Background: an optimization exercise with open tools, aiming at small area. Do not read the settings as production practice. Function was checked by simulation only, so behaviour that the tests miss may differ from the original. No activity file was given, so power comes from the tool's default toggle rates.

===== flow/config.mk =====
export PLATFORM = sky130hd
export DESIGN_NAME = gpio_top
export DESIGN_NICKNAME = gpio_top
export VERILOG_FILES = /design/flow/design.v
export SDC_FILE = /design/flow/constraint.sdc
export NUM_CORES = 4
export LEC_CHECK = 0
export ABC_AREA = 1
export CAP_MARGIN = 20
export CORE_MARGIN = 2
export CORE_UTILIZATION = 65
export SLEW_MARGIN = 20

===== flow/constraint.sdc =====
create_clock -name core_clock -period 7.0 [get_ports {PCLK}]
set_input_delay 1.4000 -clock core_clock [delete_from_list [all_inputs] [get_ports {PCLK}]]
set_output_delay 1.4000 -clock core_clock [all_outputs]
set_load 0.01 [all_outputs]

===== flow/design.v =====
package gpio_pkg;
   localparam int IO_NUM     = 32;
   localparam int APB_WIDTH  = 32;
   localparam int ADDR_WIDTH = 8;
endpackage
module gpio_top(
   input  logic                             PCLK,
   input  logic                             aresetn,
   input  logic                             psel_i,
   input  logic                             penable_i,
   input  logic                             pwrite_i,
   input  logic [gpio_pkg::ADDR_WIDTH-1:0]  paddr_i,
   input  logic [gpio_pkg::APB_WIDTH-1:0]   pwdata_i,
   output logic [gpio_pkg::APB_WIDTH-1:0]   prdata_o,
   output logic                             pready_o,
   output logic                             pslverr_o,
   input  logic [gpio_pkg::IO_NUM-1:0]      gpio_in_i,
   output logic [gpio_pkg::IO_NUM-1:0]      gpio_out_o,
   output logic [gpio_pkg::IO_NUM-1:0]      gpio_oe_o,
   output logic [gpio_pkg::IO_NUM-1:0]      int_o,
   output logic                             int_or_o
);
   logic [31:0] out_en, in_en, oe, int_en, spare;
   logic [31:0] tx, ty, tz;
   logic [31:0] gpout;
   logic [31:0] sync1, sync2, dly;
   logic [31:0] pos, neg;       
   logic [31:0] status;
   logic        wr;
   logic [31:0] sel;           
   logic        cfg_hit, hit80, hit90, hitA0, clr_we;
   logic [31:0] nclr;
   logic [2:0]  wtype, rtype;
   logic [7:0]  rcfg;
   logic [10:0][7:0] rgrp;
   assign pready_o  = 1'b1;
   assign pslverr_o = 1'b0;
   assign wr      = psel_i & penable_i & pwrite_i;
   assign cfg_hit = ~paddr_i[7];
   assign hit80   = paddr_i == 8'h80;
   assign hit90   = paddr_i == 8'h90;
   assign hitA0   = paddr_i == 8'hA0;
   assign clr_we  = wr & hit80;
   always_comb
      for (int i = 0; i < 32; i++)
         sel[i] = paddr_i[6:2] == 5'(i);
   always_comb
      if (!pwdata_i[3])
         wtype = pwdata_i[7:5];
      else
         case (pwdata_i[7:5])
            3'd0: wtype = 3'b100;
            3'd1: wtype = 3'b110;
            3'd2: wtype = 3'b010;
            3'd3: wtype = 3'b001;
            3'd4: wtype = 3'b011;
            3'd5: wtype = 3'b000;
            3'd6: wtype = 3'b101;
            default: wtype = 3'b111;
         endcase
   always_ff @(posedge PCLK or negedge aresetn)
      if (!aresetn)
      begin
         out_en <= '0; in_en <= '0; oe <= '0; int_en <= '0; spare <= '0;
         tx <= '0; ty <= '0; tz <= '0;
      end
      else
         for (int i = 0; i < 32; i++)
            if (wr && cfg_hit && sel[i])
            begin
               out_en[i] <= pwdata_i[0];
               in_en[i]  <= pwdata_i[1];
               oe[i]     <= pwdata_i[2];
               int_en[i] <= pwdata_i[3];
               spare[i]  <= pwdata_i[4];
               tx[i]     <= wtype[2];
               ty[i]     <= wtype[1];
               tz[i]     <= wtype[0];
            end
   always_ff @(posedge PCLK or negedge aresetn)
      if (!aresetn)
         gpout <= '0;
      else if (wr && hitA0)
         gpout <= pwdata_i;
   assign gpio_out_o = gpout & out_en;
   assign gpio_oe_o  = out_en & oe;
   assign nclr = ~({32{clr_we}} & pwdata_i);
   always_ff @(posedge PCLK or negedge aresetn)
      if (!aresetn)
      begin
         sync1 <= '0; sync2 <= '0;
         status <= '0;
      end
      else
      begin
         sync1  <= gpio_in_i;
         sync2  <= sync1;
         status <= clr_we ? (status & ~pwdata_i) : int_o;
      end
   always_ff @(posedge PCLK)
   begin
      dly <= sync2;
      pos <= int_en & ((sync2 & ~dly) | (pos & nclr));
      neg <= int_en & ((~sync2 & dly) | (neg & nclr));
   end
   assign int_o    = int_en & ((tx & ~tz & (dly ^ ty)) | (~tx & ((ty & pos) | (tz & neg))));
   assign int_or_o = |int_o;
   always_comb
   begin
      for (int k = 0; k < 11; k++)
      begin
         rgrp[k] = '0;
         for (int j = 0; j < 3; j++)
            if (3*k + j < 32)
               rgrp[k] = rgrp[k] | ({8{sel[3*k+j]}} &
                  {tx[3*k+j], ty[3*k+j], tz[3*k+j], spare[3*k+j],
                   int_en[3*k+j], oe[3*k+j], in_en[3*k+j], out_en[3*k+j]});
      end
      rcfg = ((rgrp[0] | rgrp[1] | rgrp[2] | rgrp[3]) |
              (rgrp[4] | rgrp[5] | rgrp[6] | rgrp[7])) |
             (rgrp[8] | rgrp[9] | rgrp[10]);
   end
   always_comb
      if (!rcfg[3])
         rtype = rcfg[7:5];
      else
         case (rcfg[7:5])
            3'b100: rtype = 3'd0;
            3'b110: rtype = 3'd1;
            3'b010: rtype = 3'd2;
            3'b001: rtype = 3'd3;
            3'b011: rtype = 3'd4;
            3'b000: rtype = 3'd5;
            3'b101: rtype = 3'd6;
            default: rtype = 3'd7;
         endcase
   assign prdata_o = ({32{cfg_hit}} & {24'd0, rtype, rcfg[4:0]}) |
                     ({32{hit80}} & status) |
                     ({32{hit90}} & dly & in_en) |
                     ({32{hitA0}} & gpout);
endmodule

===== flow/flow/run.sh =====
#!/bin/bash
# Own layout flow. Synthesis: the standard synthesis, plus two area-mapped
# netlists with the same flip-flops (same instances, names and cells):
#   a) ORFS's synthesis script with an area-oriented ABC script in place of the
#      standard one,
#   b) the standard netlist's combinational logic re-mapped with that script.
# In both, each enable mux (a flip-flop's output fed back through a 2:1 mux) is
# then built as nor2 + a21oi. The smaller netlist whose flip-flops match the
# standard synthesis's is laid out with the standard layout, with port
# buffers of the smallest buffer cell, a smaller clock tree and smaller repair
# buffers. Each tool's output goes to its own log in this folder.
set -euo pipefail
W=$PWD
R=$W/orfs/results/$FLOW_PLATFORM/gpio_top/base
LIB=$FLOW_HOME/platforms/$FLOW_PLATFORM/lib/sky130_fd_sc_hd__tt_025C_1v80.lib
YOSYS=$FLOW_HOME/../tools/install/yosys/bin/yosys
ABC_SCRIPT=$W/flow/abc_area.script

# 1. standard synthesis
bash standard.sh synth > synth.log 2>&1
cp "$R/1_2_yosys.v" std_1_2_yosys.v
python3 flow/flops.py std_1_2_yosys.v > flops_std.txt

area() {  # netlist -> cell area
  sed -e "s#@LIB@#$LIB#g" -e "s#@NET@#$1#" -e "s#@TOP@#$FLOW_TOP#" -e "s#@OUT@#$1.stat#" flow/area.ys > "$1.area.ys"
  "$YOSYS" -q -s "$1.area.ys" > "$1.area.log" 2>&1
  awk '/Chip area/ {print $NF}' "$1.stat"
}

# 2a. ORFS's synthesis with the area-oriented ABC script
mkdir -p orfs_my/results/$FLOW_PLATFORM/gpio_top/base
cp -p "$R"/1_1_yosys_canonicalize.rtlil orfs_my/results/$FLOW_PLATFORM/gpio_top/base/
cp -rp orfs/objects orfs_my/ 2>/dev/null || true
sed -e "s#log_cmd abc {\*}\$abc_args#log_cmd abc {*}[lreplace \$abc_args 1 1 $ABC_SCRIPT]#" \
    "$FLOW_HOME/scripts/synth.tcl" > synth_mod.tcl
grep -q "lreplace" synth_mod.tcl
sed -e "s#source \$::env(SCRIPTS_DIR)/synth.tcl#source $W/synth_mod.tcl#" synth_recipe.tcl > my_synth.tcl
grep -q synth_mod my_synth.tcl
sed -n '/^make /p' standard.sh | sed -e "s#WORK_HOME=[^ ]*#WORK_HOME=$W/orfs_my#" \
    -e "s#SYNTH_SCRIPT=[^ ]*#SYNTH_SCRIPT=$W/my_synth.tcl#" -e 's#"${@:-finish}"#do-yosys#' > my_synth.sh
CAND=""
if bash my_synth.sh > my_synth.log 2>&1; then
  python3 flow/muxfb.py orfs_my/results/$FLOW_PLATFORM/gpio_top/base/1_2_yosys.v cand_a.v > muxfb_a.log 2>&1 \
    && CAND="$CAND cand_a.v"
fi

# 2b. the standard netlist's combinational logic re-mapped
DU=$(sed -n '/DONT_USE_CELLS += /,/^#/p' "$FLOW_HOME/platforms/$FLOW_PLATFORM/config.mk" \
     | grep -o 'sky130_fd_sc_hd__[a-z0-9_]*' | sed 's/^/-dont_use /' | tr '\n' ' ')
sed -e "s#@LIB@#$LIB#g" -e "s#@DU@#$DU#" -e "s#@TOP@#$FLOW_TOP#g" \
    -e "s#@SCRIPT@#$ABC_SCRIPT#" flow/resyn.ys > resyn_run.ys
if "$YOSYS" -s resyn_run.ys > resyn.log 2>&1; then
  python3 flow/muxfb.py resyn_out.v cand_b.v > muxfb_b.log 2>&1 && CAND="$CAND cand_b.v"
fi

# 2c. pick the smallest candidate that keeps the standard flip-flops
BEST=std_1_2_yosys.v
BESTA=$(area std_1_2_yosys.v)
for c in $CAND; do
  python3 flow/flops.py "$c" > "flops_$c.txt"
  if cmp -s flops_std.txt "flops_$c.txt"; then
    a=$(area "$c")
    echo "$c $a" >> candidates.txt
    if awk -v a="$a" -v b="$BESTA" 'BEGIN {exit !(a < b)}'; then BEST=$c; BESTA=$a; fi
  else
    echo "$c flip-flops differ from the standard synthesis" >> candidates.txt
  fi
done
echo "chosen $BEST $BESTA" >> candidates.txt
cp "$BEST" "$R/1_2_yosys.v"

# 3. the standard layout from the chosen netlist
export BUFFER_PORTS_ARGS="-buffer_cell sky130_fd_sc_hd__buf_1"
# clock tree: sink clusters of ten and no dummy loads
export CTS_ARGS="-sink_clustering_enable -repair_clock_nets -dont_use_dummy_load -buf_list sky130_fd_sc_hd__clkbuf_4 -sink_clustering_size 10 -sink_clustering_max_diameter 40"
# keep the placement-time repair from picking the largest buffers
export PRE_GLOBAL_PLACE_TCL=$W/flow/dontbig.tcl
export PRE_RESIZE_TCL=$W/flow/dontbig.tcl
bash standard.sh finish > layout.log 2>&1

===== flow/flow/abc_area.script =====
strash
&get -n
&st
&dch
&nf -R 1000
&put
topo

===== flow/flow/area.ys =====
read_liberty -lib @LIB@
read_verilog @NET@
hierarchy -top @TOP@
tee -o @OUT@ stat -liberty @LIB@

===== flow/flow/dontbig.tcl =====
# keep repair from picking large buffers
set_dont_use [get_lib_cells {sky130_fd_sc_hd__buf_6 sky130_fd_sc_hd__buf_8 sky130_fd_sc_hd__buf_12 sky130_fd_sc_hd__buf_16 sky130_fd_sc_hd__bufinv_8 sky130_fd_sc_hd__bufinv_16 sky130_fd_sc_hd__clkbuf_8 sky130_fd_sc_hd__clkbuf_16 sky130_fd_sc_hd__bufbuf_8 sky130_fd_sc_hd__bufbuf_16}]

===== flow/flow/flops.py =====
#!/usr/bin/env python3
"""Print the flip-flop instances (name and cell type) of a netlist written by
Yosys, one per line, sorted; used to check a netlist keeps the standard
synthesis's registers."""
import re, sys
text = open(sys.argv[1]).read()
ffs = sorted(f'{m.group(2)} {m.group(1)}' for m in
             re.finditer(r'^\s*(sky130_fd_sc_hd__df\w+)\s+(\S+)\s*\(', text, re.M))
print('\n'.join(ffs))

===== flow/flow/muxfb.py =====
#!/usr/bin/env python3
"""Rewrite each 2:1 mux cell that holds a flip-flop's own output (an enable
mux) into nor2 + a21oi, sharing one inverter per inverted signal.
Same function: D = w ? d : q  ==  ~((w & ~d) | ~(w | q))."""
import re, sys
src, dst = sys.argv[1], sys.argv[2]
text = open(src).read()
cell_re = re.compile(r'^(\s*)(sky130_fd_sc_hd__\w+)\s+(\S+)\s*\((.*?)\);\n', re.S | re.M)
pin_re = re.compile(r'\.(\w+)\((.*?)\)\s*(?:,|$)', re.S)
cells = []
for m in cell_re.finditer(text):
    pins = {p: n.strip() for p, n in pin_re.findall(m.group(4))}
    cells.append((m.start(), m.end(), m.group(2), m.group(3), pins))
d2q = {}
for _, _, t, n, p in cells:
    if re.match(r'sky130_fd_sc_hd__(dfrtp|dfxtp|dfstp|dfrbp)', t):
        d2q[p['D']] = p['Q']
inv_of = {}
for _, _, t, n, p in cells:
    if re.match(r'sky130_fd_sc_hd__(clk)?inv_\d', t):
        inv_of.setdefault(p['A'], p['Y'])
new_cells = []
def f(net):
    return net + ' ' if net.startswith('\\') else net
cnt = [0]
def inv(net):
    if net not in inv_of:
        cnt[0] += 1
        y = f'mxfb_n{cnt[0]}'
        new_cells.append(('wire', y))
        new_cells.append(f'  sky130_fd_sc_hd__clkinv_1 mxfb_i{cnt[0]} (\n    .A({f(net)}),\n    .Y({y})\n  );\n')
        inv_of[net] = y
    return inv_of[net]
out = []; pos = 0; nrew = 0
for s, e, t, n, p in cells:
    if re.match(r'sky130_fd_sc_hd__mux2_\d$', t) and p.get('X') in d2q:
        q = d2q[p['X']]
        if p['A0'] == q:
            w, d = p['S'], p['A1']
        elif p['A1'] == q:
            w, d = inv(p['S']), p['A0']
        else:
            continue
        nd = inv(d)
        cnt[0] += 1
        k = cnt[0]
        h = f'mxfb_h{k}'
        new_cells.append(('wire', h))
        out.append(text[pos:s])
        out.append(f'  sky130_fd_sc_hd__nor2_1 mxfb_o{k} (\n    .A({f(w)}),\n    .B({f(q)}),\n    .Y({h})\n  );\n')
        out.append(f'  sky130_fd_sc_hd__a21oi_1 mxfb_a{k} (\n    .A1({f(w)}),\n    .A2({f(nd)}),\n    .B1({h}),\n    .Y({f(p["X"])})\n  );\n')
        pos = e; nrew += 1
out.append(text[pos:])
res = ''.join(out)
wires = ''.join(f'  wire {c[1]};\n' for c in new_cells if isinstance(c, tuple))
insts = ''.join(c for c in new_cells if isinstance(c, str))
i = res.rindex('endmodule')
res = res[:i] + insts + res[i:]
# declare the new wires after the module header
j = res.index(');', res.index('module ')) + 3
res = res[:j] + wires + res[j:]
open(dst, 'w').write(res)
print(f'rewrote {nrew} enable muxes, {sum(1 for c in new_cells if isinstance(c,str) and "clkinv" in c)} new inverters')

===== flow/flow/resyn.ys =====
# Re-map the combinational logic of the standard synthesis netlist with an
# area-oriented ABC script. Flip-flop instances keep their cells and names.
read_liberty -ignore_miss_func @LIB@
read_verilog std_1_2_yosys.v
hierarchy -top @TOP@
setattr -mod -set keep_hierarchy 1 sky130_fd_sc_hd__df*
flatten
opt_clean
tee -o resyn_before.txt stat -liberty @LIB@
abc -liberty @LIB@ -script @SCRIPT@ @DU@
opt_clean -purge
hilomap -singleton -hicell sky130_fd_sc_hd__conb_1 HI -locell sky130_fd_sc_hd__conb_1 LO
splitnets
opt_clean -purge
select @TOP@
tee -o resyn_after.txt stat -liberty @LIB@
write_verilog -noattr -nohex -nodec -selected resyn_out.v

===== flow/standard.sh =====
#!/bin/bash
# synth_recipe.tcl (not shown) runs the flow's synth.tcl, then flattens the netlist and writes it again
# the make line also repeats each setting of config.mk as NAME=value (left out here)
make -C /OpenROAD-flow-scripts/flow DESIGN_CONFIG=/design/flow/config.mk WORK_HOME=/design/flow/orfs CLKGATE_MAP_FILE= SYNTH_SCRIPT=/design/flow/synth_recipe.tcl "${@:-finish}"

==> results by group, run 1 <==
Run status
  • Outcome: no timing/DRC/antenna violations

Timing
  • Tmin final: between 6 and 7 ns
  • Slew margin rel.: approximately a quarter
  • Worst-Margin Slew: approximately 1.2 ns
  • Final setup viols: 0
  • Slew Limit Fails: 0
  • Sum of negative setup slack: 0 ns
  • Final Cycle Share: 86.9%
  • Worst hold slack: 0.335 ns
  • Clock Skews: 0.0554 ns
  • Slack of the critical path: approximately 0.92 ns
  • Max Clock Freq: 164 MHz
  • RSZ-0062 raised after global routing: no
  • Fin. Hold Viols: 0

Route
  • Antenna viol nets, final: 0
  • WL final: just over 60 mm
  • Initial DRT Pass Iterations: 13
  • Residual DRC: 0
  • DRT iter0 DRCs: around 2400
  • Vias per inst: 6.58
  • Vias: approximately 18000
  • Routed length per instance: roughly 23 µm

Floorplan
  • I/O pin cnt: 208
  • Full die area: roughly 0.031 mm²
  • Row count: between 60 and 70
  • Core area: 0.0296 mm²
  • Horiz. Die Dim: approximately 180 µm
  • Starting Density: 65.9%
  • Die height: approximately 180 µm

Power
  • Peak supply drop: approximately 0.16 mV
  • Static Leakage: between 9 and 10 nW
  • Pwr Density: around 220 mW/mm²

Finish
  • Synthesis-to-finish area growth: 9.90%
  • Layout Nets: ~2400
  • Share of cells above drive strength 1: slightly below 4%
  • Final core occ: a little over 70%

Setup path
  • Crit path kind: input pin to output port
  • Worst-path maximum fanout: 9
  • Worst EP arrival: 4.68 ns
  • Crit. End Element: output port
  • R2R depth: 5
  • Critical Path Start Type: input pin
  • Worst path required time: approximately 5.6 ns

Placed design
  • Post-detail-place hpwl: between 40 and 50 mm
  • Buffers added on ports: between 200 and 250
  • Final Wtd Congestion: around 1
  • Setup Slack @ Placement: 0.760 ns

Flow run
  • Max-cap viol count: 0

Global route
  • Largest net degree at the start of global routing: 75
  • Vias in the first global route: 16506
  • First-pass GRT wire length: between 90 and 100 mm
  • Congestion Overflow GR: 0
  • GRT Resource Usage Total: slightly below 40%
  • Initial antenna violation count: 3

Logic synthesis
  • Post-Syn Area: between 0.015 and 0.02 mm²
  • Yosys Warn Count: 1
  • Post-synth net total: slightly above 2000
  • Syn avg cell area: approximately 9.8 µm²
  • Gate Count Post-Synth: 1994

CTS
  • Clock tree sinks: 480
  • Root Driver: clkbuf_4
  • CTS clock-pin slew for the worst setup and hold paths: 0.08 ns
  • Post-CTS Setup Bufs: 0
  • Clock buffer count from CTS: ~60
  • Clk Latency, worst-skew pair: slightly below 0.8 ns
  • H-tree depth: 2
  • CTS tree: yes
  • Hold Buf Count CTS: 0
  • # resized after CTS: 0
  • CTS max path bufs: 3

Hold path
  • Class of the worst hold path: flop to flop
  • Worst Hold Path Cells: 0
==> critical path: stages <==
cell,delay [ns]
buf_1,0.16
or2_0,0.40
nor3_1,0.87
a222oi_1,0.30
nand4_1,0.21
nor2_1,0.08
nand4_1,0.20
o21ai_0,0.17
o21ai_0,0.55
nand3_1,0.15
buf_1,0.18
==> area by class of cell <==
type                       instances  area [µm²]
multi-input combinational       1462        7900
tap                              390         488
sequential                       480       11500
fill                            2308        8160
inverter                          50         188
antenna                            4        10.0
timing repair buffer             232         918
clock buffer                      59         443
==> flip-flops by register name, summed over array words and instances, names as in the netlist <==
register	count
tx	32
sync2	32
out_en	32
in_en	32
neg	32
status	32
tz	32
ty	32
int_en	32
oe	32
gpout	32
spare	32
dly	32
sync1	32
pos	32
==> placed cells by master (no fill, tap or decap), types with 3 or more instances in the layout <==
cell,instances
a21oi_1,390
dfrtp_1,384
nor2_1,278
buf_1,215
nand2_1,183
nor2b_1,132
dfxtp_1,96
o21ai_0,84
and2_0,82
a222oi_1,79
clkbuf_4,60
clkinv_1,47
nand3_1,44
a221o_1,32
nand2b_1,27
a22oi_1,26
nand4_1,24
nor3_1,21
and3_1,16
o31ai_1,8
buf_4,7
buf_2,7
diode_2,4
a32oi_1,4
nor4_1,4
inv_2,3
==> per-layer routing <==
metal / share of wire (%) / GRT usage (%) / vias up
met5: 0.021 / 0 / -
met4: 4.7 / 16.8 / 2
met2: 45 / 59.4 / 1146
met3: 11 / 8.68 / 212
li1: - / - / 7786
met1: 40 / 54.6 / 8464
==> where the power goes <==
part           total, mW  switching [mW]  internal [mW]
combinational      0.406           0.268          0.138
sequential          3.12           0.200           2.92
clock               1.25           0.864          0.384
total               4.77            1.33           3.44
==> stage by stage <==
stage | cell area [µm²] | total power [mW] | instances
after floorplan | 19600 | 3.31 | 1994
after global placement | 21000 | 3.54 | 2612
after detailed placement | 21000 | 3.56 | 2613
after CTS | 21500 | 4.77 | 2672
after global routing | 21500 | 4.96 | 2674
final | 21500 | 4.77 | 2677
==> worst paths after layout <==
check | start | to | slack (ns)
min in group asynchronous | aresetn | sync2[21] | 0.70
worst max register to register | ty[8] | status[8] | 5.48
worst min-delay path | sync1[14] | sync2[14] | 0.34
worst min register to register | sync1[14] | sync2[14] | 0.34
worst max-delay path | paddr_i[2] | prdata_o[7] | 0.92
max in group asynchronous | aresetn | tx[9] | 4.91
==> run 2: changes to the inputs <==
--- a/flow/design.v
+++ b/flow/design.v
@@ -134,8 +134,16 @@
             3'b101: rtype = 3'd6;
             default: rtype = 3'd7;
          endcase
-   assign prdata_o = ({32{cfg_hit}} & {24'd0, rtype, rcfg[4:0]}) |
-                     ({32{hit80}} & status) |
-                     ({32{hit90}} & dly & in_en) |
-                     ({32{hitA0}} & gpout);
+   always_comb
+   begin
+      prdata_o = '0;
+      if (cfg_hit)
+         prdata_o[7:0] = {rtype, rcfg[4:0]};
+      else if (hit80)
+         prdata_o = status;
+      else if (hit90)
+         prdata_o = dly & in_en;
+      else if (hitA0)
+         prdata_o = gpout;
+   end
 endmodule
==> flow/flow/run.sh (replaced) <==
#!/bin/bash
# Own layout flow. Synthesis: the standard synthesis, plus area-mapped
# netlists with the same flip-flops (same instances, names and cells), made
# with a few area-oriented ABC scripts (step 2). In each, every enable mux (a
# flip-flop's output fed back through a 2:1 mux) is then built as nor2 + a21oi.
# The smallest netlist whose flip-flops match the
# standard synthesis's is laid out with the standard layout, with port
# buffers of the smallest buffer cell, a smaller clock tree and smaller repair
# buffers. Each tool's output goes to its own log in this folder.
set -euo pipefail
W=$PWD
R=$W/orfs/results/$FLOW_PLATFORM/gpio_top/base
LIB=$FLOW_HOME/platforms/$FLOW_PLATFORM/lib/sky130_fd_sc_hd__tt_025C_1v80.lib
YOSYS=$FLOW_HOME/../tools/install/yosys/bin/yosys

# 1. standard synthesis
bash standard.sh synth > synth.log 2>&1
cp "$R/1_2_yosys.v" std_1_2_yosys.v
python3 flow/flops.py std_1_2_yosys.v > flops_std.txt

area() {  # netlist -> cell area
  sed -e "s#@LIB@#$LIB#g" -e "s#@NET@#$1#" -e "s#@TOP@#$FLOW_TOP#" -e "s#@OUT@#$1.stat#" flow/area.ys > "$1.area.ys"
  "$YOSYS" -q -s "$1.area.ys" > "$1.area.log" 2>&1
  awk '/Chip area/ {print $NF}' "$1.stat"
}

# 2. candidates: for each area-oriented ABC script flow/abc_N.script,
#   a) ORFS's synthesis script with that ABC script in place of the standard one,
#   b) the standard netlist's combinational logic re-mapped with it;
# each followed by the enable-mux rewrite.
sed -e "s#source \$::env(SCRIPTS_DIR)/synth.tcl#source $W/synth_mod.tcl#" synth_recipe.tcl > my_synth.tcl
grep -q synth_mod my_synth.tcl
DU=$(sed -n '/DONT_USE_CELLS += /,/^#/p' "$FLOW_HOME/platforms/$FLOW_PLATFORM/config.mk" \
     | grep -o 'sky130_fd_sc_hd__[a-z0-9_]*' | sed 's/^/-dont_use /' | tr '\n' ' ')
CAND=""
for S in flow/abc_*.script; do
  k=$(basename "$S" .script)
  O=$W/orfs_$k
  mkdir -p "$O/results/$FLOW_PLATFORM/gpio_top/base"
  cp -p "$R"/1_1_yosys_canonicalize.rtlil "$O/results/$FLOW_PLATFORM/gpio_top/base/"
  cp -rp orfs/objects "$O/" 2>/dev/null || true
  sed -e "s#log_cmd abc {\*}\$abc_args#log_cmd abc {*}[lreplace \$abc_args 1 1 $W/$S]#" \
      "$FLOW_HOME/scripts/synth.tcl" > "synth_mod_$k.tcl"
  grep -q "lreplace" "synth_mod_$k.tcl"
  sed -e "s#synth_mod.tcl#synth_mod_$k.tcl#" my_synth.tcl > "my_synth_$k.tcl"
  sed -n '/^make /p' standard.sh | sed -e "s#WORK_HOME=[^ ]*#WORK_HOME=$O#" \
      -e "s#SYNTH_SCRIPT=[^ ]*#SYNTH_SCRIPT=$W/my_synth_$k.tcl#" -e 's#"${@:-finish}"#do-yosys#' > "my_synth_$k.sh"
  if bash "my_synth_$k.sh" > "my_synth_$k.log" 2>&1; then
    python3 flow/muxfb.py "$O/results/$FLOW_PLATFORM/gpio_top/base/1_2_yosys.v" "cand_a_$k.v" > "muxfb_a_$k.log" 2>&1 \
      && CAND="$CAND cand_a_$k.v"
  fi
  sed -e "s#@LIB@#$LIB#g" -e "s#@DU@#$DU#" -e "s#@TOP@#$FLOW_TOP#g" -e "s#@SCRIPT@#$W/$S#" \
      -e "s#resyn_out.v#resyn_out_$k.v#" -e "s#resyn_before.txt#resyn_before_$k.txt#" \
      -e "s#resyn_after.txt#resyn_after_$k.txt#" flow/resyn.ys > "resyn_$k.ys"
  if "$YOSYS" -s "resyn_$k.ys" > "resyn_$k.log" 2>&1; then
    python3 flow/muxfb.py "resyn_out_$k.v" "cand_b_$k.v" > "muxfb_b_$k.log" 2>&1 && CAND="$CAND cand_b_$k.v"
  fi
done

# pick the smallest candidate that keeps the standard flip-flops
BEST=std_1_2_yosys.v
BESTA=$(area std_1_2_yosys.v)
for c in $CAND; do
  python3 flow/flops.py "$c" > "flops_$c.txt"
  if cmp -s flops_std.txt "flops_$c.txt"; then
    a=$(area "$c")
    echo "$c $a" >> candidates.txt
    if awk -v a="$a" -v b="$BESTA" 'BEGIN {exit !(a < b)}'; then BEST=$c; BESTA=$a; fi
  else
    echo "$c flip-flops differ from the standard synthesis" >> candidates.txt
  fi
done
echo "chosen $BEST $BESTA" >> candidates.txt
cp "$BEST" "$R/1_2_yosys.v"

# 3. the standard layout from the chosen netlist
export BUFFER_PORTS_ARGS="-buffer_cell sky130_fd_sc_hd__buf_1"
# clock tree: sink clusters of ten and no dummy loads
export CTS_ARGS="-sink_clustering_enable -repair_clock_nets -dont_use_dummy_load -buf_list sky130_fd_sc_hd__clkbuf_4 -sink_clustering_size 10 -sink_clustering_max_diameter 40"
# keep the placement-time repair from picking the largest buffers
export PRE_GLOBAL_PLACE_TCL=$W/flow/dontbig.tcl
export PRE_RESIZE_TCL=$W/flow/dontbig.tcl
bash standard.sh finish > layout.log 2>&1
==> flow/flow/abc_1.script (new file) <==
strash
&get -n
&st
&dch
&nf -R 1000
&put
topo
==> flow/flow/abc_2.script (new file) <==
strash
&get -n
&st
&dch
&nf -R 1000
&put
strash
&get -n
&st
&dch
&nf -R 1000
&put
topo
==> flow/flow/abc_3.script (new file) <==
strash
&get -n
&st
&dch
&nf -R 1000 -p -C 32
&put
strash
&get -n
&st
&dch
&nf -R 1000 -p -C 32
&put
strash
&get -n
&st
&dch
&nf -R 1000 -p -C 32
&put
topo
==> flow/flow/abc_4.script (new file) <==
strash
&get -n
&st
&dch
&nf -R 1000
&put
strash
&get -n
&st
&dch
&nf -R 1000
&put
strash
&get -n
&st
&dch
&nf -R 1000
&put
strash
&get -n
&st
&dch
&nf -R 1000
&put
topo
--- a/flow/flow/muxfb.py
+++ b/flow/flow/muxfb.py
@@ -28,7 +28,7 @@
         cnt[0] += 1
         y = f'mxfb_n{cnt[0]}'
         new_cells.append(('wire', y))
-        new_cells.append(f'  sky130_fd_sc_hd__clkinv_1 mxfb_i{cnt[0]} (\n    .A({f(net)}),\n    .Y({y})\n  );\n')
+        new_cells.append(f'  sky130_fd_sc_hd__inv_2 mxfb_i{cnt[0]} (\n    .A({f(net)}),\n    .Y({y})\n  );\n')
         inv_of[net] = y
     return inv_of[net]
 out = []; pos = 0; nrew = 0
removed: flow/flow/abc_area.script
==> run 2 against run 1 <==
Area after synthesis decreased by 0.55%. Fmax decreased by 1.5%. Non-clock buffer count increased by 11. Register-to-register slack got worse by 0.26 ns. Via count is 8.8% higher. Critical path depth rose by 1. Flip-flop and latch count unchanged. Combinational power down 6.4%. Clock power is essentially flat. Total power barely moved. Critical endpoint is now prdata_o[5]. Largest power group unchanged.
==> results by group, run 2 <==
Setup path
  • R2R Path End: status[20]
  • Critical Path Start Type: input pin
  • Worst EP arrival: 4.77 ns
  • Crit path kind: input pin to output port
  • R2R depth: 5
  • Critical path origin: paddr_i[5]
  • Critical Path End: prdata_o[5]
  • Worst r2r src: ty[20]
  • R2R Setup Slk: about 5.2 ns
  • Worst path required time: about 5.6 ns
  • Crit. End Element: output port
  • Worst-path maximum fanout: 13

Placed design
  • Final Wtd Congestion: about 1
  • Post-detail-place hpwl: 54.6 mm
  • Buffers added on ports: just over 200
  • Setup Slack @ Placement: slightly above 1 ns
  • Placed cell area: 0.0211 mm²

Timing
  • Final Cycle Share: between 80% and 90%
  • Worst hold slack: 0.339 ns
  • Sum of negative setup slack: 0 ns
  • Fin. Hold Viols: 0
  • Clock Skews: 0.0613 ns
  • Slew Limit Fails: 0
  • Tmin final: 6.17 ns
  • Worst-Margin Slew: between 1 and 1.5 ns
  • Slack of the critical path: 0.828 ns
  • Slew margin rel.: about a fifth
  • Max Clock Freq: 162 MHz
  • RSZ-0062 raised after global routing: no
  • Final setup viols: 0

Route
  • Residual DRC: 0
  • Initial DRT Pass Iterations: 10
  • Vias: 19166
  • DRT iter0 DRCs: 3276
  • Routed length per instance: approximately 28 µm
  • WL final: about 76 mm
  • Vias per inst: between 7 and 8
  • Antenna viol nets, final: 0

Global route
  • Largest net degree at the start of global routing: 77
  • First-pass GRT wire length: 111 mm
  • Vias in the first global route: 18355
  • GRT Resource Usage Total: 48.7%
  • Initial antenna violation count: 1
  • Congestion Overflow GR: 0

Logic synthesis
  • Post-Syn Area: around 0.019 mm²
  • Post-synth net total: between 2000 and 2500
  • Gate Count Post-Synth: approximately 2000
  • Yosys Warn Count: 1
  • Syn avg cell area: slightly below 10 µm²

CTS
  • H-tree depth: 2
  • Clock tree sinks: between 400 and 500
  • CTS clock-pin slew for the worst setup and hold paths: approximately 0.1 ns
  • CTS max path bufs: 3
  • # resized after CTS: 0
  • Root Driver: clkbuf_4
  • Hold Buf Count CTS: 0
  • Clk Latency, worst-skew pair: approximately 0.73 ns
  • Post-CTS Setup Bufs: 0
  • CTS tree: yes
  • Clock buffer count from CTS: 58

Floorplan
  • Starting Density: between 60% and 70%
  • Die height: between 150 and 200 µm
  • Full die area: ~0.031 mm²
  • Core area: around 0.030 mm²
  • Row count: 63
  • Horiz. Die Dim: around 180 µm
  • I/O pin cnt: between 200 and 250

Finish
  • Final instance area: between 0.02 and 0.025 mm²
  • Final core occ: approximately 73%
  • Filler instances: around 2000
  • Share of cells above drive strength 1: 6.57%
  • Synthesis-to-finish area growth: 10.8%
  • Leading cell type in the layout, fill and taps excluded: dfrtp_1
  • Layout Nets: approximately 2400
  • Most frequent cells in the layout: dfrtp_1, nor2_1, a21oi_1, nand2_1, buf_1

Flow run
  • Max-cap viol count: 0

Power
  • Static Leakage: ~9.5 nW
  • Pwr Density: 222 mW/mm²
  • Peak supply drop: between 0.2 and 0.25 mV

Run status
  • Outcome: no timing/DRC/antenna violations

Hold path
  • Class of the worst hold path: flop to flop
## run 2: critical path, cell delays in order
cell and delay, ns:
buf_1 0.14, nand2b_1 0.62, nor2_1 0.42, a22oi_1 0.32
nand3_1 0.10, a221oi_1 0.43, nand4_1 0.40, nand2b_1 0.21
nand2_1 0.09, or3_1 0.36, nand4_1 0.09, buf_1 0.18
## run 2: routing by layer
metal | vias up | global-route usage (%) | share of wire (%)
met5 | - | 0 | 0
met4 | 0 | 27.1 | 6.6
met3 | 394 | 11.4 | 13
met2 | 1660 | 75.1 | 45
met1 | 9197 | 64.2 | 36
li1 | 7915 | - | -
## run 2: worst min path at each step
stage	end	startpoint	depth (start not counted)	slack, ns
2_1_floorplan	sync2[0]	sync1[0]	0	0.33
6_report	sync2[8]	sync1[8]	0	0.34
4_1_cts	sync2[8]	sync1[8]	0	0.34
3_3_place_gp	sync2[5]	sync1[5]	0	0.33
5_1_grt	sync2[8]	sync1[8]	0	0.34
3_5_place_dp	sync2[26]	sync1[26]	0	0.34
## run 2: area by class of cell
class | instances | area, µm² | share of cell area, %
antenna | 1 | 2.50 | 0.0116
clock buffer | 58 | 435 | 2.02
inverter | 67 | 251 | 1.17
multi-input combinational | 1464 | 7870 | 36.5
sequential | 480 | 11500 | 53.5
tap | 390 | 488 | 2.27
timing repair buffer | 243 | 961 | 4.46
## run 2: where the power goes
part           switching (mW)  internal (mW)
Sequential              0.240           2.92
Clock                   0.862          0.378
Combinational           0.268          0.113
Total                    1.37           3.41
## run 2: stage by stage
step           power (mW)  std cells
2_1_floorplan        3.27       2011
5_1_grt              4.91       2703
3_5_place_dp         3.56       2644
6_report             4.78       2703
3_3_place_gp         3.53       2644
4_1_cts              4.73       2702
==> run 3: changes to the inputs <==
--- a/flow/config.mk
+++ b/flow/config.mk
@@ -6,7 +6,7 @@
 export NUM_CORES = 4
 export LEC_CHECK = 0
 export ABC_AREA = 1
-export CAP_MARGIN = 20
+export CAP_MARGIN = 0
 export CORE_MARGIN = 2
 export CORE_UTILIZATION = 65
-export SLEW_MARGIN = 20
+export SLEW_MARGIN = 0
==> run 3 against run 2 <==
Still clean. Worst setup slack better by 0.040 ns. Cell count unchanged. Global-route usage unchanged. Via count down 0.30%. Critical path depth unchanged. Utilization about the same. Wire length about the same. Worst hold slack better by 0.0026 ns. Final area about the same. Sequential power about the same. First-iteration DRC count up 0.64%. Critical endpoint unchanged. Largest cell class unchanged.
==> results by group, run 3 <==
Run status
  • Outcome: no timing/DRC/antenna violations

Setup path
  • CP Cell Sequence: buf_1 > or2_0 > nor2_1 > a22oi_1 > nand3_1 > a221oi_1 > nand4_1 > nand2b_1 > nand2_1 > or3_1 > nand4_1 > buf_1
  • Worst r2r src: ty[20]
  • Critical-path top delay cell: or2_0
  • Critical path origin: paddr_i[5]
  • Worst-path maximum fanout: 11
  • Max incr delay on CP: between 0.6 and 0.7 ns
  • Crit. End Element: output port
  • Crit path kind: input pin to output port
  • Critical Path Start Type: input pin
  • Worst path required time: approximately 5.6 ns
  • Worst EP arrival: 4.73 ns

Finish
  • Synthesis-to-finish area growth: 10.8%
  • Layout Nets: around 2400
  • Most frequent cells in the layout: dfrtp_1, nor2_1, a21oi_1, nand2_1, buf_1
  • Final core occ: approximately 73%
  • Share of cells above drive strength 1: under 10%
  • Leading cell type in the layout, fill and taps excluded: dfrtp_1
  • Finished Layout Cells: roughly 2700

CTS
  • Clock tree sinks: 480
  • H-tree depth: 2
  • Hold Buf Count CTS: 0
  • Clk Latency, worst-skew pair: around 0.7 ns
  • CTS max path bufs: 3
  • Post-CTS Setup Bufs: 0
  • Clock buffer count from CTS: between 50 and 60
  • Root Driver: clkbuf_4
  • # resized after CTS: 0
  • CTS tree: yes
  • CTS clock-pin slew for the worst setup and hold paths: around 0.090 ns

Placed design
  • Buffers added on ports: 205
  • Final Wtd Congestion: roughly 1.0
  • Placed insts: about 2600
  • Post-detail-place hpwl: about 55 mm

Floorplan
  • Starting Density: approximately 66%
  • Die height: between 150 and 200 µm
  • I/O pin cnt: approximately 210
  • Horiz. Die Dim: around 180 µm
  • Row count: between 60 and 70
  • Core area: a little under 0.03 mm²
  • Full die area: 0.0313 mm²

Route
  • WL final: between 70 and 80 mm
  • DRT iter0 DRCs: between 3000 and 4000
  • Vias per inst: just over 7
  • Met1 Wirelength: 27.2 mm
  • Top Layer Used: met4
  • Met2 wire length: around 34 mm
  • Initial DRT Pass Iterations: 9
  • Residual DRC: 0
  • Met3 wire length: around 9.6 mm
  • Routed length per instance: ~28 µm
  • Antenna viol nets, final: 0
  • Vias: approximately 19000

Logic synthesis
  • Syn avg cell area: around 9.7 µm²
  • Post-synth net total: between 2000 and 2500
  • Post-Syn Area: roughly 0.02 mm²
  • Yosys Warn Count: 1
  • Gate Count Post-Synth: 2011

Global route
  • First-pass GRT wire length: between 100 and 150 mm
  • GRT Resource Usage Total: 48.7%
  • Congestion Overflow GR: 0
  • Largest net degree at the start of global routing: 77
  • Vias in the first global route: around 18000
  • Initial antenna violation count: 1

Power
  • Pwr Density: between 200 and 250 mW/mm²
  • Total power: 4.77 mW
  • Peak supply drop: 0.203 mV
  • Static Leakage: between 9 and 10 nW

Timing
  • RSZ-0062 raised after global routing: no
  • Worst-Margin Slew: approximately 1.4 ns
  • Slew Limit Fails: 0
  • Final Cycle Share: between 80% and 90%
  • Slew margin rel.: about a tenth
  • Final setup viols: 0
  • Clock Skews: 0.0553 ns
  • Fin. Hold Viols: 0
  • Max Clock Freq: between 150 and 200 MHz
  • Sum of negative setup slack: 0 ns
  • Tmin final: around 6.1 ns

Flow run
  • Max-cap viol count: 0

Hold path
  • Class of the worst hold path: flop to flop
  • Worst Min Path Start: sync1[8]
[run 3: layout make-up]
type,count,area [µm²]
flip-flops and latches,480,11500
fillers,1973,8030
multi-input cells,1464,7860
repair buffers,243,960
well taps,390,488
clock buffers,58,435
inverters,67,251
diodes,1,2.50
[run 3: per-stage QoR]
stage                     hold slack [ns]  cell area (µm²)  setup slack, ns
after CTS                           0.339            21500             1.02
after global routing                0.337            21500            0.768
after detailed placement            0.336            21100             1.04
after global placement              0.332            21100             1.10
after floorplan                     0.331            19400             1.37
final                               0.341            21500            0.869
[run 3: critical path: cells and delay by family]
kind            cells  cell delay (ns)
buf+inv             2             0.32
compound gates      2             0.65
simple gates        8             2.34
[run 3: path summary, 6_finish.rpt]
check,to,slack (ns),cells past startpoint
setup / recovery,prdata_o[5],0.87,12
setup reg to reg,status[20],5.22,5
hold reg to reg,sync2[8],0.34,0
hold / removal,sync2[8],0.34,0
max in group asynchronous,spare[7],4.75,2
min in group asynchronous,tz[10],0.75,1
[run 3: power breakdown]
group / switching [mW] / internal [mW] / leakage [nW]
Sequential: 0.240 / 2.92 / 5.92
Clock: 0.856 / 0.378 / 0.267
Combinational: 0.268 / 0.112 / 3.26
[run 3: per-layer routing]
metal	global-route usage [%]	vias up
met5	0	-
met1	64.2	9218
met4	27.1	0
met3	11.4	378
li1	-	7901
met2	75.1	1612
==> run 4: changes to the inputs <==
--- a/flow/design.v
+++ b/flow/design.v
@@ -134,16 +134,8 @@
             3'b101: rtype = 3'd6;
             default: rtype = 3'd7;
          endcase
-   always_comb
-   begin
-      prdata_o = '0;
-      if (cfg_hit)
-         prdata_o[7:0] = {rtype, rcfg[4:0]};
-      else if (hit80)
-         prdata_o = status;
-      else if (hit90)
-         prdata_o = dly & in_en;
-      else if (hitA0)
-         prdata_o = gpout;
-   end
+   assign prdata_o = ({32{cfg_hit}} & {24'd0, rtype, rcfg[4:0]}) |
+                     ({32{hit80}} & status) |
+                     ({32{hit90}} & dly & in_en) |
+                     ({32{hitA0}} & gpout);
 endmodule
--- a/flow/config.mk
+++ b/flow/config.mk
@@ -6,7 +6,7 @@
 export NUM_CORES = 4
 export LEC_CHECK = 0
 export ABC_AREA = 1
-export CAP_MARGIN = 0
+export CAP_MARGIN = 20
 export CORE_MARGIN = 2
 export CORE_UTILIZATION = 65
-export SLEW_MARGIN = 0
+export SLEW_MARGIN = 20
==> run 4 against run 3 <==
Global-route usage down 9.3 points. Area after synthesis decreased by 0.13%. Synthesized cell count decreased by 1.1%. Wire length is 19% lower. Fmax decreased by 1.3%. Register-to-register slack better by 0.31 ns. Clock power is essentially flat. Sequential share of layout area rose by 0.27 points. Total power is 0.42% lower. Critical endpoint is now prdata_o[7]. Largest cell class unchanged. Largest power group unchanged.
==> results by group, run 4 <==
Route
  • Vias per inst: 6.52
  • DRT iter0 DRCs: roughly 2400
  • Antenna viol nets, final: 0
  • WL final: 61.3 mm
  • Initial DRT Pass Iterations: 15
  • Routed length per instance: 22.9 µm
  • Vias: approximately 17000
  • Residual DRC: 0

Timing
  • Fin. Hold Viols: 0
  • RSZ-0062 raised after global routing: no
  • Slew Limit Fails: 0
  • Slew margin rel.: between 20% and 30%
  • Final Cycle Share: 88.7%
  • Final setup viols: 0
  • Worst hold slack: between 0.3 and 0.4 ns
  • Worst-Margin Slew: about 1.1 ns
  • Clock Skews: 0.0447 ns
  • Tmin final: 6.21 ns
  • Sum of negative setup slack: 0 ns
  • Max Clock Freq: around 160 MHz

Global route
  • Initial antenna violation count: 5
  • GRT Resource Usage Total: about 40%
  • Vias in the first global route: 16536
  • Congestion Overflow GR: 0
  • First-pass GRT wire length: 93.9 mm
  • Largest net degree at the start of global routing: 70

CTS
  • CTS max path bufs: 3
  • Post-CTS Setup Bufs: 0
  • Clk Latency, worst-skew pair: between 0.7 and 0.8 ns
  • CTS tree: yes
  • Root Driver: clkbuf_4
  • H-tree depth: 2
  • # resized after CTS: 0
  • CTS clock-pin slew for the worst setup and hold paths: roughly 0.10 ns
  • Clock tree sinks: 480
  • Hold Buf Count CTS: 0
  • Clock buffer count from CTS: 57

Logic synthesis
  • Gate Count Post-Synth: about 2000
  • Post-Syn Area: between 0.015 and 0.02 mm²
  • Post-synth net total: 2065
  • Yosys Warn Count: 1
  • Syn avg cell area: 9.76 µm²

Setup path
  • Critical path origin: paddr_i[2]
  • Crit path kind: input pin to output port
  • Worst path required time: 5.60 ns
  • Critical Path Start Type: input pin
  • Worst EP arrival: a little under 5 ns
  • Worst-path maximum fanout: 10
  • Worst r2r src: ty[30]
  • Crit. End Element: output port

Placed design
  • Buffers added on ports: 205
  • Final Wtd Congestion: 1.00
  • Placed cell area: 0.0210 mm²
  • Post-detail-place hpwl: approximately 43 mm

Finish
  • Layout Nets: roughly 2400
  • Final instance area: between 0.02 and 0.025 mm²
  • Most frequent cells in the layout: dfrtp_1, a21oi_1, nor2_1, nand2_1, buf_1
  • Synthesis-to-finish area growth: 10.3%
  • Share of cells above drive strength 1: between 6 and 7%
  • Leading cell type in the layout, fill and taps excluded: dfrtp_1

Floorplan
  • I/O pin cnt: about 210
  • Full die area: 0.0313 mm²
  • Die height: between 150 and 200 µm
  • Row count: 63
  • Horiz. Die Dim: ~180 µm
  • Core area: between 0.02 and 0.03 mm²
  • Starting Density: 65.7%

Power
  • Peak supply drop: ~0.17 mV
  • Pwr Density: around 220 mW/mm²
  • Static Leakage: ~9.2 nW

Flow run
  • Max-cap viol count: 0

Hold path
  • Worst Min Path Start: sync1[12]
  • Class of the worst hold path: flop to flop

Run status
  • Outcome: no timing/DRC/antenna violations
-- run 4: changes by cell type in the layout (fill, tap and decap cells not counted), sizes merged, moves of 41 or more --
cell,change
nand2,-41
nand3b,-64
a21oi,+94
a22oi,-52
nand3,-76
nor2b,+128
-- run 4: through the flow --
stage / util (%) / total power [mW] / std cells / worst slack, ns
5_1_grt: 72.4 / 4.93 / 2676 / 0.704
3_5_place_dp: 71.0 / 3.55 / 2618 / 0.966
2_1_floorplan: - / 3.30 / 1988 / 1.13
6_report: 72.5 / 4.75 / 2679 / 0.789
3_3_place_gp: 70.9 / 3.53 / 2617 / 1.14
4_1_cts: 72.4 / 4.74 / 2675 / 0.967
-- run 4: final cells by class --
| class | instances | area, µm² |
|---|---|---|
| antenna | 4 | 10.0 |
| clock buffer | 57 | 428 |
| fill | 2262 | 8140 |
| inverter | 58 | 218 |
| multi-input combinational | 1448 | 7790 |
| sequential | 480 | 11500 |
| tap | 390 | 488 |
| timing repair buffer | 242 | 953 |
-- run 4: routing by layer --
layer / vias up / wire length [µm] / share of wire [%] / track usage (%)
met5: - / 16 / 0.026 / 0
met4: 2 / 2710 / 4.4 / 16.3
met3: 215 / 6570 / 11 / 8.35
met2: 1083 / 28300 / 46 / 62.6
met1: 8388 / 23700 / 39 / 53.1
li1: 7780 / - / - / -
-- run 4: final timing paths --
| kind | endpoint | slack, ns | depth (start not counted) |
|---|---|---|---|
| max reg2reg | status[30] | 5.53 | 5 |
| max | prdata_o[7] | 0.79 | 11 |
| max in group asynchronous | sync2[31] | 4.73 | 2 |
| min | sync2[12] | 0.33 | 0 |
| min reg2reg | sync2[12] | 0.33 | 0 |
| min in group asynchronous | ty[8] | 0.81 | 1 |
-- run 4: report_power, final --
group	internal, mW	switching, mW
Clock	0.372	0.863
Sequential	2.92	0.190
Combinational	0.135	0.269
Total	3.43	1.32
-- run 4: critical path: stages --
cell,delay [ns]
buf_1,0.10
or2_0,0.54
nor3_1,0.92
a222oi_1,0.30
nand4_1,0.24
nor2_1,0.08
nand4_1,0.26
o21ai_0,0.18
o221ai_1,0.48
nand3_1,0.13
buf_1,0.16
==> run 5: changes to the inputs <==
--- a/flow/flow/run.sh
+++ b/flow/flow/run.sh
@@ -3,8 +3,8 @@
 # netlists with the same flip-flops (same instances, names and cells), made
 # with a few area-oriented ABC scripts (step 2). In each, every enable mux (a
 # flip-flop's output fed back through a 2:1 mux) is then built as nor2 + a21oi.
-# The smallest netlist whose flip-flops match the
-# standard synthesis's is laid out with the standard layout, with port
+# Of the netlists whose flip-flops match the standard synthesis's, the three
+# smallest are placed, and the one that places smallest is laid out with the standard layout, with port
 # buffers of the smallest buffer cell, a smaller clock tree and smaller repair
 # buffers. Each tool's output goes to its own log in this folder.
 set -euo pipefail
@@ -57,27 +57,55 @@
   fi
 done
 
-# pick the smallest candidate that keeps the standard flip-flops
-BEST=std_1_2_yosys.v
-BESTA=$(area std_1_2_yosys.v)
+# keep the candidates that keep the standard flip-flops, by cell area
+: > cand_ok.txt
 for c in $CAND; do
   python3 flow/flops.py "$c" > "flops_$c.txt"
   if cmp -s flops_std.txt "flops_$c.txt"; then
     a=$(area "$c")
     echo "$c $a" >> candidates.txt
-    if awk -v a="$a" -v b="$BESTA" 'BEGIN {exit !(a < b)}'; then BEST=$c; BESTA=$a; fi
+    echo "$a $c" >> cand_ok.txt
   else
     echo "$c flip-flops differ from the standard synthesis" >> candidates.txt
   fi
 done
-echo "chosen $BEST $BESTA" >> candidates.txt
-cp "$BEST" "$R/1_2_yosys.v"
 
-# 3. the standard layout from the chosen netlist
+# layout settings (used by the trial placements below and the final layout)
 export BUFFER_PORTS_ARGS="-buffer_cell sky130_fd_sc_hd__buf_1"
 # clock tree: sink clusters of ten and no dummy loads
 export CTS_ARGS="-sink_clustering_enable -repair_clock_nets -dont_use_dummy_load -buf_list sky130_fd_sc_hd__clkbuf_4 -sink_clustering_size 10 -sink_clustering_max_diameter 40"
 # keep the placement-time repair from picking the largest buffers
 export PRE_GLOBAL_PLACE_TCL=$W/flow/dontbig.tcl
 export PRE_RESIZE_TCL=$W/flow/dontbig.tcl
+
+# place the three smallest candidates (with placement's repair) and keep the
+# one whose placed cells take the least area
+BEST=std_1_2_yosys.v
+BESTA=
+i=0
+for c in $(sort -n cand_ok.txt | head -3 | awk '{print $2}'); do
+  i=$((i+1))
+  O=$W/orfs_place$i
+  rm -rf "$O"
+  cp -rp orfs "$O"
+  cp "$c" "$O/results/$FLOW_PLATFORM/gpio_top/base/1_2_yosys.v"
+  sed -n '/^make /p' standard.sh | sed -e "s#WORK_HOME=[^ ]*#WORK_HOME=$O#" \
+      -e 's#"${@:-finish}"#place#' > "place_$i.sh"
+  if bash "place_$i.sh" > "place_$i.log" 2>&1; then
+    a=$(ODB="$O/results/$FLOW_PLATFORM/gpio_top/base/3_place.odb" openroad -no_init -exit flow/placearea.tcl 2> "placearea_$i.log" \
+        | awk '/PLACEAREA/ {print $2}')
+    echo "placed $c $a" >> candidates.txt
+    if [[ -n "$a" ]] && { [[ -z "$BESTA" ]] || awk -v a="$a" -v b="$BESTA" 'BEGIN {exit !(a < b)}'; }; then
+      BEST=$c; BESTA=$a
+    fi
+  fi
+done
+if [[ -z "$BESTA" ]]; then
+  BEST=$(sort -n cand_ok.txt | head -1 | awk '{print $2}')
+  [[ -n "$BEST" ]] || BEST=std_1_2_yosys.v
+fi
+echo "chosen $BEST $BESTA" >> candidates.txt
+cp "$BEST" "$R/1_2_yosys.v"
+
+# 3. the standard layout from the chosen netlist
 bash standard.sh finish > layout.log 2>&1
==> flow/flow/placearea.tcl (new file) <==
read_db $::env(ODB)
set a 0
foreach inst [[ord::get_db_block] getInsts] {
  set m [$inst getMaster]
  set n [$m getName]
  if {[regexp {tapvpwrvgnd|fill_|decap|diode} $n]} continue
  set a [expr {$a + [$m getWidth]*[$m getHeight]/1e6}]
}
puts "PLACEAREA $a"
==> run 5 against run 4 <==
Still clean. First-iteration DRC count unchanged. Sequential share of layout area did not move. Synthesized cell count unchanged. Worst setup slack did not move. Critical path depth stayed put. Clock skew did not move. Final area did not move. Combinational power is essentially flat. Global-route usage unchanged. Non-clock buffer count unchanged. Via count stayed put. Largest cell class unchanged. Largest power group unchanged.
==> results by group, run 5 <==
Route
  • WL final: about 60 mm
  • Met1 Wirelength: between 20 and 25 mm
  • Vias per inst: approximately 6.5
  • Residual DRC: 0
  • Met2 wire length: 28.3 mm
  • Routed length per instance: around 23 µm
  • Initial DRT Pass Iterations: 15
  • Met3 wire length: ~6.6 mm
  • DRT iter0 DRCs: around 2400
  • Vias: 17468
  • Top Layer Used: met5
  • Antenna viol nets, final: 0

Floorplan
  • Starting Density: 65.7%
  • I/O pin cnt: around 210
  • Row count: 63
  • Horiz. Die Dim: 177 µm
  • Die height: approximately 180 µm
  • Core area: 0.0296 mm²
  • Full die area: 0.0313 mm²

Timing
  • Slew Limit Fails: 0
  • Worst hold slack: between 0.3 and 0.4 ns
  • Worst-Margin Slew: 1.13 ns
  • Tmin final: around 6.2 ns
  • Sum of negative setup slack: 0 ns
  • Final setup viols: 0
  • Max Clock Freq: 161 MHz
  • Fin. Hold Viols: 0
  • RSZ-0062 raised after global routing: no
  • Slew margin rel.: approximately a quarter
  • Slack of the critical path: approximately 0.8 ns
  • Final Cycle Share: roughly nine tenths
  • Clock Skews: between 0.04 and 0.05 ns

Power
  • Peak supply drop: between 0.15 and 0.2 mV
  • Total power: about 4.8 mW
  • Pwr Density: roughly 220 mW/mm²
  • Static Leakage: between 9 and 10 nW

Finish
  • Layout Nets: approximately 2400
  • Share of cells above drive strength 1: around 6.2%
  • Leading cell type in the layout, fill and taps excluded: dfrtp_1
  • Most frequent cells in the layout: dfrtp_1, a21oi_1, nor2_1, nand2_1, buf_1
  • Final instance area: ~0.021 mm²
  • Synthesis-to-finish area growth: 10.3%

Setup path
  • Crit. End Element: output port
  • Critical path origin: paddr_i[2]
  • R2R depth: 5
  • Worst r2r src: ty[30]
  • R2R Path End: status[30]
  • Critical Path Start Type: input pin
  • Crit path kind: input pin to output port
  • R2R Setup Slk: between 5 and 6 ns
  • Worst-path maximum fanout: 10
  • Worst path required time: 5.60 ns
  • Worst EP arrival: between 4 and 5 ns

Global route
  • First-pass GRT wire length: roughly 94 mm
  • Vias in the first global route: approximately 17000
  • Initial antenna violation count: 5
  • Congestion Overflow GR: 0
  • GRT Resource Usage Total: between 30% and 40%
  • Largest net degree at the start of global routing: 70

Placed design
  • Setup Slack @ Placement: slightly below 1 ns
  • Final Wtd Congestion: 1.00
  • Post-detail-place hpwl: roughly 43 mm
  • Buffers added on ports: 205
  • Placed cell area: between 0.02 and 0.025 mm²

CTS
  • Post-CTS Setup Bufs: 0
  • # resized after CTS: 0
  • CTS clock-pin slew for the worst setup and hold paths: ~0.1 ns
  • Clk Latency, worst-skew pair: about 0.76 ns
  • Clock buffer count from CTS: 57
  • Clock tree sinks: between 400 and 500
  • H-tree depth: 2
  • Hold Buf Count CTS: 0
  • CTS max path bufs: 3
  • Root Driver: clkbuf_4
  • CTS tree: yes

Logic synthesis
  • Syn avg cell area: 9.76 µm²
  • Post-Syn Area: around 0.019 mm²
  • Yosys Warn Count: 1
  • Post-synth net total: 2065
  • Gate Count Post-Synth: just under 2000

Run status
  • Outcome: no timing/DRC/antenna violations

Hold path
  • Hold worst-path end: sync2[12]
  • Worst Hold Path Cells: 0
  • Class of the worst hold path: flop to flop
  • Worst Min Path Start: sync1[12]

Flow run
  • Max-cap viol count: 0
## run 5: worst max-delay path, cell delays in order
cell	delay, ns
buf_1	0.10
or2_0	0.54
nor3_1	0.92
a222oi_1	0.30
nand4_1	0.24
nor2_1	0.08
nand4_1	0.26
o21ai_0	0.18
o221ai_1	0.48
nand3_1	0.13
buf_1	0.16
## run 5: report_power, final
part	switching [mW]	internal, mW
Clock	0.863	0.372
Combinational	0.269	0.135
Sequential	0.190	2.92
Total	1.32	3.43
## run 5: layout make-up
type	count	area, µm²
Sequential cell	480	11500
Fill cell	2262	8140
Multi-Input combinational cell	1448	7790
Timing Repair Buffer	242	953
Tap cell	390	488
Clock buffer	57	428
Inverter	58	218
Antenna cell	4	10.0
## run 5: how the worst max path moves through the flow
stage,endpoint,cells past startpoint
after floorplan,neg[0],7
after global placement,prdata_o[6],12
after detailed placement,prdata_o[7],11
after CTS,prdata_o[7],11
after global routing,prdata_o[7],11
final,prdata_o[7],11
## run 5: stage by stage
step / std cells / util (%)
finish: 2679 / 72.5
global route: 2676 / 72.4
CTS: 2675 / 72.4
detailed placement: 2618 / 71.0
global placement: 2617 / 70.9
floorplan: 1988 / -
## run 5: routing by layer
metal,global-route usage (%),vias to the layer above
met5,0,-
met4,16.3,2
met3,8.35,215
met2,62.6,1083
met1,53.1,8388
li1,-,7780
==> run 6: changes to the inputs <==
--- a/flow/flow/run.sh
+++ b/flow/flow/run.sh
@@ -3,7 +3,7 @@
 # netlists with the same flip-flops (same instances, names and cells), made
 # with a few area-oriented ABC scripts (step 2). In each, every enable mux (a
 # flip-flop's output fed back through a 2:1 mux) is then built as nor2 + a21oi.
-# Of the netlists whose flip-flops match the standard synthesis's, the three
+# Of the netlists whose flip-flops match the standard synthesis's, the six
 # smallest are placed, and the one that places smallest is laid out with the standard layout, with port
 # buffers of the smallest buffer cell, a smaller clock tree and smaller repair
 # buffers. Each tool's output goes to its own log in this folder.
@@ -78,12 +78,12 @@
 export PRE_GLOBAL_PLACE_TCL=$W/flow/dontbig.tcl
 export PRE_RESIZE_TCL=$W/flow/dontbig.tcl
 
-# place the three smallest candidates (with placement's repair) and keep the
+# place the six smallest candidates (with placement's repair) and keep the
 # one whose placed cells take the least area
 BEST=std_1_2_yosys.v
 BESTA=
 i=0
-for c in $(sort -n cand_ok.txt | head -3 | awk '{print $2}'); do
+for c in $(sort -n cand_ok.txt | head -6 | awk '{print $2}'); do
   i=$((i+1))
   O=$W/orfs_place$i
   rm -rf "$O"
==> run 6 against run 5 <==
Still clean. Critical path depth stayed put. Worst setup slack stayed put. Clock skew unchanged. Flip-flop and latch count is the same. Sequential power barely moved. Fmax unchanged. Total power did not move. Synthesized cell count unchanged. Largest power group unchanged.
==> results by group, run 6 <==
Run status
  • Outcome: no timing/DRC/antenna violations

Global route
  • First-pass GRT wire length: roughly 94 mm
  • GRT Resource Usage Total: about two fifths
  • Congestion Overflow GR: 0
  • Initial antenna violation count: 5
  • Vias in the first global route: roughly 17000
  • Largest net degree at the start of global routing: 70

Floorplan
  • Horiz. Die Dim: about 180 µm
  • I/O pin cnt: 208
  • Die height: about 180 µm
  • Starting Density: roughly 66%
  • Full die area: approximately 0.031 mm²
  • Core area: 0.0296 mm²
  • Row count: between 60 and 70

Power
  • Peak supply drop: about 0.17 mV
  • Logic gate share of total power: under 10%
  • Pwr Density: roughly 220 mW/mm²
  • Clock power frac: 26.0%
  • Total power: roughly 4.8 mW
  • Static Leakage: roughly 9.2 nW
  • Sw Share: about 28%
  • P_sw: approximately 1.3 mW
  • Power Internal: around 3.4 mW
  • Sequential power share: 65.5%

Timing
  • Slew margin rel.: between 20 and 25%
  • Sum of negative setup slack: 0 ns
  • Final Cycle Share: between 80 and 90%
  • Clock Skews: between 0.04 and 0.05 ns
  • Worst-Margin Slew: roughly 1.1 ns
  • Final setup viols: 0
  • RSZ-0062 raised after global routing: no
  • Tmin final: just over 6 ns
  • Fin. Hold Viols: 0
  • Max Clock Freq: ~160 MHz
  • Slack of the critical path: ~0.8 ns
  • Slew Limit Fails: 0

Finish
  • Final instance area: between 0.02 and 0.025 mm²
  • Synthesis-to-finish area growth: 10.3%
  • Leading cell type in the layout, fill and taps excluded: dfrtp_1
  • Layout Nets: between 2000 and 2500
  • Finished Layout Cells: approximately 2700
  • Most frequent cells in the layout: dfrtp_1, a21oi_1, nor2_1, nand2_1, buf_1
  • Filler instances: between 2000 and 2500
  • Share of cells above drive strength 1: 6.21%

Route
  • DRT iter0 DRCs: about 2400
  • Vias: 17468
  • Vias per inst: ~6.5
  • Initial DRT Pass Iterations: 15
  • Antenna viol nets, final: 0
  • Routed length per instance: roughly 23 µm
  • Residual DRC: 0
  • WL final: a little over 60 mm

Logic synthesis
  • Post-synth net total: roughly 2100
  • Post-Syn Area: approximately 0.019 mm²
  • Syn avg cell area: a little under 10 µm²
  • Gate Count Post-Synth: between 1500 and 2000
  • Yosys Warn Count: 1

CTS
  • Hold Buf Count CTS: 0
  • Clock tree sinks: 480
  • Clock buffer count from CTS: 57
  • H-tree depth: 2
  • CTS max path bufs: 3
  • Root Driver: clkbuf_4
  • # resized after CTS: 0
  • CTS clock-pin slew for the worst setup and hold paths: 0.10 ns
  • Clk Latency, worst-skew pair: around 0.76 ns
  • CTS tree: yes
  • Post-CTS Setup Bufs: 0

Setup path
  • Crit path kind: input pin to output port
  • Critical-path top delay cell: nor3_1
  • Critical Path Start Type: input pin
  • Worst path required time: around 5.6 ns
  • CP Cell Sequence: buf_1 > or2_0 > nor3_1 > a222oi_1 > nand4_1 > nor2_1 > nand4_1 > o21ai_0 > o221ai_1 > nand3_1 > buf_1
  • Max incr delay on CP: 0.92 ns
  • Crit. End Element: output port
  • Worst EP arrival: around 4.8 ns
  • Worst-path maximum fanout: 10

Placed design
  • Final Wtd Congestion: between 1 and 1.5
  • Post-detail-place hpwl: roughly 43 mm
  • Buffers added on ports: 205
  • Placed cell area: between 0.02 and 0.025 mm²
  • Placed insts: roughly 2600
  • Setup Slack @ Placement: between 0.9 and 1 ns

Flow run
  • Max-cap viol count: 0

Hold path
  • Class of the worst hold path: flop to flop
==> run 6: cell counts in the layout (fill, tap and decap cells not counted) <==
Identical to the previous run, type by type.
==> run 6: layout make-up <==
cell class | instances | area [µm²] | share of cell area [%]
clock buffers | 57 | 428 | 2.00
repair buffers | 242 | 953 | 4.45
well taps | 390 | 488 | 2.28
flip-flops and latches | 480 | 11500 | 53.8
inverters | 58 | 218 | 1.02
multi-input cells | 1448 | 7790 | 36.4
diodes | 4 | 10.0 | 0.0467
==> run 6: path summary, 6_finish.rpt <==
check | from | slack (ns) | to | cells after the start
setup / recovery | paddr_i[2] | 0.79 | prdata_o[7] | 11
hold / removal | sync1[12] | 0.33 | sync2[12] | 0
setup reg to reg | ty[30] | 5.53 | status[30] | 5
hold reg to reg | sync1[12] | 0.33 | sync2[12] | 0
max in group asynchronous | aresetn | 4.73 | sync2[31] | 2
min in group asynchronous | aresetn | 0.81 | ty[8] | 1
==> run 6: per-stage QoR <==
stage               hold slack [ns]  utilization (%)
global route                  0.343             72.4
finish                        0.330             72.5
floorplan                     0.331                -
detailed placement            0.335             71.0
CTS                           0.335             72.4
global placement              0.332             70.9
==> run 6: power by group through the flow <==
| stage | logic, mW | clock network, mW | registers [mW] |
|---|---|---|---|
| 6_report | 0.404 | 1.24 | 3.11 |
| 2_1_floorplan | 0.230 | 0 | 3.07 |
| 3_3_place_gp | 0.378 | 0 | 3.15 |
| 3_5_place_dp | 0.398 | 0 | 3.16 |
| 4_1_cts | 0.399 | 1.24 | 3.10 |
| 5_1_grt | 0.451 | 1.36 | 3.12 |
==> run 6: critical path, delay by kind of cell <==
kind                   cells  cell delay (ns)
AND/OR/NAND/NOR            6             2.17
buffers and inverters      2             0.26
AO/OA/AOI/OAI              3             0.96
==> run 6: routing by layer <==
metal  vias to the layer above  routed length, µm  track usage (%)
met2                      1083              28300             62.6
met4                         2               2710             16.3
met5                         -                 16                0
li1                       7780                  -                -
met1                      8388              23700             53.1
met3                       215               6570             8.35

## re-timing with driven ports
The results above use ideal ports. As a check the final layouts listed here were re-extracted and re-timed, cells and wires unchanged.
Step 1 sets driving cells, clkbuf_16 on the clock port and buf_2 on the other inputs (assumed; they add their load-dependent delay and slew).
Step 2, shift: input delay + t, output delay - t, t = (earliest + latest rising clock arrival at the registers) / 2. This alone moves slack from input paths to output paths.
a / b / c = ideal ports / drivers / drivers and shift; a / b = the first two.
| run | shift t [ns] | setup WS [ns] | worst slew at a driven data input, ns | cell pins on the clock port's net |
|---|---|---|---|---|
| run 1 | 0.789 | 0.918 / 0.855 / 0.855 | 0.09 | 1 |
| run 2 | 0.770 | 0.828 / 0.782 / 0.782 | 0.05 | 1 |
| run 3 | 0.766 | 0.869 / 0.821 / 0.821 | 0.06 | 1 |
| run 4 | 0.784 | 0.789 / 0.733 / 0.733 | 0.08 | 1 |
| run 5 | 0.784 | 0.789 / 0.733 / 0.733 | 0.08 | 1 |
| run 6 | 0.784 | 0.789 / 0.733 / 0.733 | 0.08 | 1 |
After both steps every run listed still meets setup and hold. For run 1, which loses most, drivers alone change the setup slack by -0.063 ns; drivers and shift together by -0.063 ns.
